What follows belongs to an exercise in optimizing a design on an open flow for small area; a production flow would make more cautious choices.
Only simulation tests tie the RTL to the original design; equivalence was not proved.
Power figures rest on the tool's default switching activity, not on a simulated workload.

Design register_file_mp, start of the top module:
module register_file_mp #(
  parameter int DATA_WIDTH = 32,
  parameter int ADDR_WIDTH = 5,
  parameter int NUM_READ   = 2,
  parameter int ZERO_REG   = 1,
  parameter int BYPASS     = 1
) (
  input  logic                           clock,
  input  logic                           reset,
  input  logic [NUM_READ*ADDR_WIDTH-1:0] read_reg,
  output logic [NUM_READ*DATA_WIDTH-1:0] read_data,
  input  logic                           write_enable_0,
  input  logic [ADDR_WIDTH-1:0]          write_reg_0,
  input  logic [DATA_WIDTH-1:0]          write_data_0,
  input  logic                           write_enable_1,
  input  logic [ADDR_WIDTH-1:0]          write_reg_1,
  input  logic [DATA_WIDTH-1:0]          write_data_1
);
  localparam int DEPTH = 1 << ADDR_WIDTH;
  localparam int FIRST = (ZERO_REG != 0) ? 1 : 0;   
  localparam int NE    = DEPTH - FIRST;             
  if (NUM_READ < 1 || NUM_READ > 8) begin : g_bad_num_read
    $error("register_file_mp: NUM_READ must be in 1..8");
  end
  logic we0_nz, we1_nz;
  assign we0_nz = write_enable_0 && !((ZERO_REG != 0) && (write_reg_0 == '0));
  assign we1_nz = write_enable_1 && !((ZERO_REG != 0) && (write_reg_1 == '0));
  logic [DATA_WIDTH-1:0] regs_n [NE];
  logic [DATA_WIDTH-1:0] next_n [NE];
  logic [NE-1:0]         valid_q;
  logic [NE-1:0]         s1, s0, hold_n;
  for (genvar e = 0; e < NE; e++) begin : g_reg
    assign s1[e]     = write_enable_1 && (write_reg_1 == ADDR_WIDTH'(FIRST + e));
    assign s0[e]     = write_enable_0 && (write_reg_0 == ADDR_WIDTH'(FIRST + e)) && !s1[e];
    assign hold_n[e] = s1[e] || s0[e];
    always_ff @(posedge clock) begin
      regs_n[e] <= next_n[e];
    end
  ...
==> flow/config.mk <==
export PLATFORM = sky130hd
export DESIGN_NAME = register_file_mp
export DESIGN_NICKNAME = register_file_mp
export VERILOG_FILES = /design/flow/design.v
export SDC_FILE = /design/flow/constraint.sdc
export NUM_CORES = 8
export LEC_CHECK = 0
export ABC_CLOCK_PERIOD_IN_PS = 5000
export CAP_MARGIN = 20
export CORE_MARGIN = 2
export CORE_UTILIZATION = 40
export SETUP_SLACK_MARGIN = 0.1
export SLEW_MARGIN = 20
export SYNTH_HIERARCHICAL = 1
==> flow/constraint.sdc <==
create_clock -name core_clock -period 8.0 [get_ports {clock}]
set_input_delay 1.6000 -clock core_clock [delete_from_list [all_inputs] [get_ports {clock}]]
set_output_delay 1.6000 -clock core_clock [all_outputs]
set_load 0.01 [all_outputs]
standard.sh (not shown) runs the stock make flow with config.mk's settings and CLKGATE_MAP_FILE= SYNTH_SCRIPT=/design/flow/synth_recipe.tcl, a recipe that flattens the netlist after the stock synthesis.
==> flow/flow/run.sh <==
#!/bin/bash
# The standard layout (the standard.sh, ORFS from synthesis to the final layout) with these
# ORFS settings added:
#  - every port gets a sky130_fd_sc_hd__buf_2 as its port buffer, in place of the delay buffer
#    that buffer_ports picks by itself;
#  - clock tree synthesis runs with its usual arguments, larger sink clusters, buf_12 buffers
#    (smaller than clkbuf_16 for the same drive) and no dummy loads;
#  - at the end of floorplanning, and again after global placement (whose repair sizes up the
#    drivers of long nets and then buffers those nets too), flow/downsize.tcl sets each logic
#    gate that is sized up but drives at most two pins back to the smallest cell of its
#    function; timing repair later in the flow sizes up again wherever a path needs it.
# make's full output goes to make.log here; ORFS's per-step logs stay under orfs/logs/.
set -euo pipefail
cd "$(dirname "$0")/.."
cts_args="-sink_clustering_enable -repair_clock_nets -dont_use_dummy_load"
cts_args+=" -sink_clustering_size 25 -sink_clustering_max_diameter 100"
cts_args+=" -buf_list sky130_fd_sc_hd__buf_12"
bash standard.sh \
  "BUFFER_PORTS_ARGS=-buffer_cell sky130_fd_sc_hd__buf_2" \
  "CTS_ARGS=$cts_args" \
  "POST_FLOORPLAN_TCL=$PWD/flow/downsize.tcl" \
  "POST_GLOBAL_PLACE_TCL=$PWD/flow/downsize.tcl" \
  finish > make.log 2>&1
==> flow/flow/downsize.tcl <==
# Downsize logic gates that are sized up but drive at most MAXFO pins, to the smallest
# cell of the same function. Timing repair later in the flow sizes up again where needed.
set maxfo 2
if {[info exists ::env(DOWNSIZE_MAX_FANOUT)]} { set maxfo $::env(DOWNSIZE_MAX_FANOUT) }
set db [ord::get_db]
set block [ord::get_db_block]
set n 0
set saved 0.0
foreach inst [$block getInsts] {
  set m [$inst getMaster]
  set name [$m getName]
  if {![regexp {^sky130_fd_sc_hd__([a-z0-9]+)_([0-9]+)$} $name -> base size]} continue
  if {$size <= 1} continue
  if {[regexp {^(buf|clkbuf|clkinv|inv|bufinv|clkdlybuf|dlygate|df|edf|sdf|dl|conb|tap|fill|decap|diode)} $base]} continue
  set fo 0
  set ok 1
  foreach it [$inst getITerms] {
    if {[$it isOutputSignal]} {
      set net [$it getNet]
      if {$net eq "NULL"} { set ok 0; break }
      if {[llength [$net getBTerms]] > 0} { set ok 0 }
      incr fo [expr {[llength [$net getITerms]] - 1}]
    }
  }
  if {!$ok || $fo > $maxfo} continue
  set best ""
  foreach s {0 1} {
    set cand [$db findMaster "sky130_fd_sc_hd__${base}_$s"]
    if {$cand ne "NULL"} { set best $cand; break }
  }
  if {$best eq "" || [$best getName] eq $name} continue
  if {[$best getWidth] >= [$m getWidth]} continue
  set saved [expr {$saved + ([$m getWidth] - [$best getWidth]) * [$m getHeight] / 1e6}]
  $inst swapMaster $best
  incr n
}
puts "downsize: $n instances, [format %.1f $saved] um2"
Next try:
--- a/flow/flow/run.sh
+++ b/flow/flow/run.sh
@@ -6,2 +6,2 @@
-#  - clock tree synthesis runs with its usual arguments, larger sink clusters, buf_12 buffers
-#    (smaller than clkbuf_16 for the same drive) and no dummy loads;
+#  - clock tree synthesis runs with its usual arguments, larger sink clusters and clkbuf_16
+#    buffers only, and without dummy loads;
@@ -16,2 +16,2 @@
-cts_args+=" -sink_clustering_size 25 -sink_clustering_max_diameter 100"
-cts_args+=" -buf_list sky130_fd_sc_hd__buf_12"
+cts_args+=" -sink_clustering_size 27 -sink_clustering_max_diameter 100"
+cts_args+=" -buf_list sky130_fd_sc_hd__clkbuf_16"
--- a/flow/flow/downsize.tcl
+++ b/flow/flow/downsize.tcl
@@ -1 +1 @@
-# Downsize logic gates that are sized up but drive at most MAXFO pins, to the smallest
+# Downsize logic gates that synthesis sized up but that drive at most MAXFO pins, to the smallest
Hold slack hardly moves; sequential power is about the same; sequential share of layout area fell by 0.11 points; die area is unchanged.
Next try:
--- a/flow/flow/run.sh
+++ b/flow/flow/run.sh
@@ -8,4 +8,3 @@
-#  - at the end of floorplanning, and again after global placement (whose repair sizes up the
-#    drivers of long nets and then buffers those nets too), flow/downsize.tcl sets each logic
-#    gate that is sized up but drives at most two pins back to the smallest cell of its
-#    function; timing repair later in the flow sizes up again wherever a path needs it.
+#  - at the end of floorplanning, flow/downsize.tcl sets each logic gate that synthesis sized
+#    up but that drives at most two pins back to the smallest cell of its function; timing
+#    repair later in the flow sizes up again wherever a path needs it.
@@ -16 +15 @@
-cts_args+=" -sink_clustering_size 27 -sink_clustering_max_diameter 100"
+cts_args+=" -sink_clustering_size 27 -sink_clustering_max_diameter 75"
@@ -22 +20,0 @@
-  "POST_GLOBAL_PLACE_TCL=$PWD/flow/downsize.tcl" \
After rerunning: The new run produced a clean layout; worst setup slack got worse by 0.092 ns; count of clock-buffer cells in the layout rose by 10; wire length barely changes; non-clock buffer count rose by 1.
Next try:
--- a/flow/flow/run.sh
+++ b/flow/flow/run.sh
@@ -4 +4 @@
-#  - every port gets a sky130_fd_sc_hd__buf_2 as its port buffer, in place of the delay buffer
+#  - every port gets a sky130_fd_sc_hd__buf_1 as its port buffer, in place of the delay buffer
@@ -18 +18 @@
-  "BUFFER_PORTS_ARGS=-buffer_cell sky130_fd_sc_hd__buf_2" \
+  "BUFFER_PORTS_ARGS=-buffer_cell sky130_fd_sc_hd__buf_1" \
Setup slack got worse by 0.0071 ns; total power is about the same; via count is about the same; design area rose slightly; synthesized cell count stays the same; non-clock buffer count rose by 76; core utilization rose by 0.42 points.
Next try:
--- a/flow/flow/run.sh
+++ b/flow/flow/run.sh
@@ -4 +4 @@
-#  - every port gets a sky130_fd_sc_hd__buf_1 as its port buffer, in place of the delay buffer
+#  - every port gets a sky130_fd_sc_hd__buf_2 as its port buffer, in place of the delay buffer
@@ -15 +15 @@
-cts_args+=" -sink_clustering_size 27 -sink_clustering_max_diameter 75"
+cts_args+=" -sink_clustering_size 27 -sink_clustering_max_diameter 100"
@@ -18 +18 @@
-  "BUFFER_PORTS_ARGS=-buffer_cell sky130_fd_sc_hd__buf_1" \
+  "BUFFER_PORTS_ARGS=-buffer_cell sky130_fd_sc_hd__buf_2" \
Effect: Sequential cell count stays the same; cell area drops by 1.4%; maximum frequency climbs by 0.77%; utilization drops by 0.63 points.

========
Another version of the RTL of register_file_mp (not shown whole).
Size: ~5,000 cells after synthesis, roughly 1,000 flip-flops, about 46,000 sq um of cells after synthesis.
Design register_file_mp, start of the top module:
module register_file_mp #(
  parameter int DATA_WIDTH = 32,
  parameter int ADDR_WIDTH = 5,
  parameter int NUM_READ   = 2,
  parameter int ZERO_REG   = 1,
  parameter int BYPASS     = 1
) (
  input  logic                           clock,
  input  logic                           reset,
  input  logic [NUM_READ*ADDR_WIDTH-1:0] read_reg,
  output logic [NUM_READ*DATA_WIDTH-1:0] read_data,
  input  logic                           write_enable_0,
  input  logic [ADDR_WIDTH-1:0]          write_reg_0,
  input  logic [DATA_WIDTH-1:0]          write_data_0,
  input  logic                           write_enable_1,
  input  logic [ADDR_WIDTH-1:0]          write_reg_1,
  input  logic [DATA_WIDTH-1:0]          write_data_1
);
clock: 8.0 ns
lec_check: 0
abc_clock_period_in_ps: 5000
cap_margin: 20
core_margin: 2
core_utilization: 40
setup_slack_margin: 0.5
slew_margin: 20
synth_hierarchical: 1
==> flow/flow/run.sh <==
#!/bin/bash
# The standard layout (the standard.sh, ORFS from synthesis to the final layout) with two
# ORFS settings added:
#  - every port gets a sky130_fd_sc_hd__buf_2 as its port buffer, in place of the delay buffer
#    that buffer_ports picks by itself;
#  - clock tree synthesis runs with its usual arguments, larger sink clusters and clkbuf_16
#    buffers only, and without dummy loads.
# make's full output goes to make.log here; ORFS's per-step logs stay under orfs/logs/.
set -euo pipefail
cd "$(dirname "$0")/.."
cts_args="-sink_clustering_enable -repair_clock_nets -dont_use_dummy_load"
cts_args+=" -sink_clustering_size 26 -sink_clustering_max_diameter 70"
cts_args+=" -buf_list sky130_fd_sc_hd__clkbuf_16"
bash standard.sh \
  "BUFFER_PORTS_ARGS=-buffer_cell sky130_fd_sc_hd__buf_2" \
  "CTS_ARGS=$cts_args" \
  finish > make.log 2>&1
Next try:
==> flow/run.sh (new file) <==
#!/bin/bash
# synth_recipe.tcl (not shown) runs the flow's synth.tcl, then flattens the netlist and writes it again
# the make line also repeats each setting of config.mk as NAME=value (left out here)
make -C /OpenROAD-flow-scripts/flow DESIGN_CONFIG=/design/flow/config.mk WORK_HOME=/design/flow/orfs CLKGATE_MAP_FILE= SYNTH_SCRIPT=/design/flow/synth_recipe.tcl finish
--- a/flow/config.mk
+++ b/flow/config.mk
@@ -10,4 +10,7 @@
 export CORE_MARGIN = 2
 export CORE_UTILIZATION = 40
+export CTS_BUF_LIST = sky130_fd_sc_hd__clkbuf_16
+export CTS_CLUSTER_DIAMETER = 70
+export CTS_CLUSTER_SIZE = 26
 export SETUP_SLACK_MARGIN = 0.5
 export SLEW_MARGIN = 20
removed: flow/flow/run.sh
removed: flow/standard.sh
What happened: The changed run finished clean. Power increases by 7.5%. Global-route usage shrinks by 1.2 points. Fmax shrinks by 5.7%.

[port drivers added, routing unchanged]
Ports are ideal in the flow. The routed layouts listed here were re-timed in OpenROAD.
Step 1: set_driving_cell puts a clkbuf_16 on clock and a buf_2 on each other input, an assumption about the parent block.
Step 2 adds t to the input delays and takes it off the output delays; t is the mean of the earliest and latest rising clock arrival at the registers after step 1. Input paths then give back, and output paths get back, about the clock's delay inside the block.
a / b / c = ideal ports / drivers / drivers and shift; a / b = the first two.
run	shift t [ns]	setup WS [ns]	worst setup path at the end	worst register clock-pin slew, ns	worst data-port slew with drivers (ns)
the first run of note 1	0.730	0.898 / 0.878 / 0.878	input to output	0.12 / 0.12	0.15
the second run of note 1	0.754	0.978 / 0.958 / 0.958	input to output	0.12 / 0.12	0.14
the third run of note 1	0.789	0.886 / 0.862 / 0.862	input to output	0.12 / 0.12	0.16
the fourth run of note 1	0.791	0.879 / 0.855 / 0.855	input to output	0.12 / 0.12	0.04
the fifth run of note 1	0.778	0.934 / 0.909 / 0.909	input to output	0.12 / 0.12	0.18
the first run of note 2	0.792	0.824 / 0.804 / 0.804	input to output	0.11 / 0.11	0.07
the second run of note 2	0.760	0.387 / 0.365 / 0.365	input to output	0.11 / 0.11	0.06
After both steps every run listed still meets setup and hold. For the fifth run of note 1, which loses most, drivers alone change the setup slack by -0.025 ns; drivers and shift together by -0.025 ns.
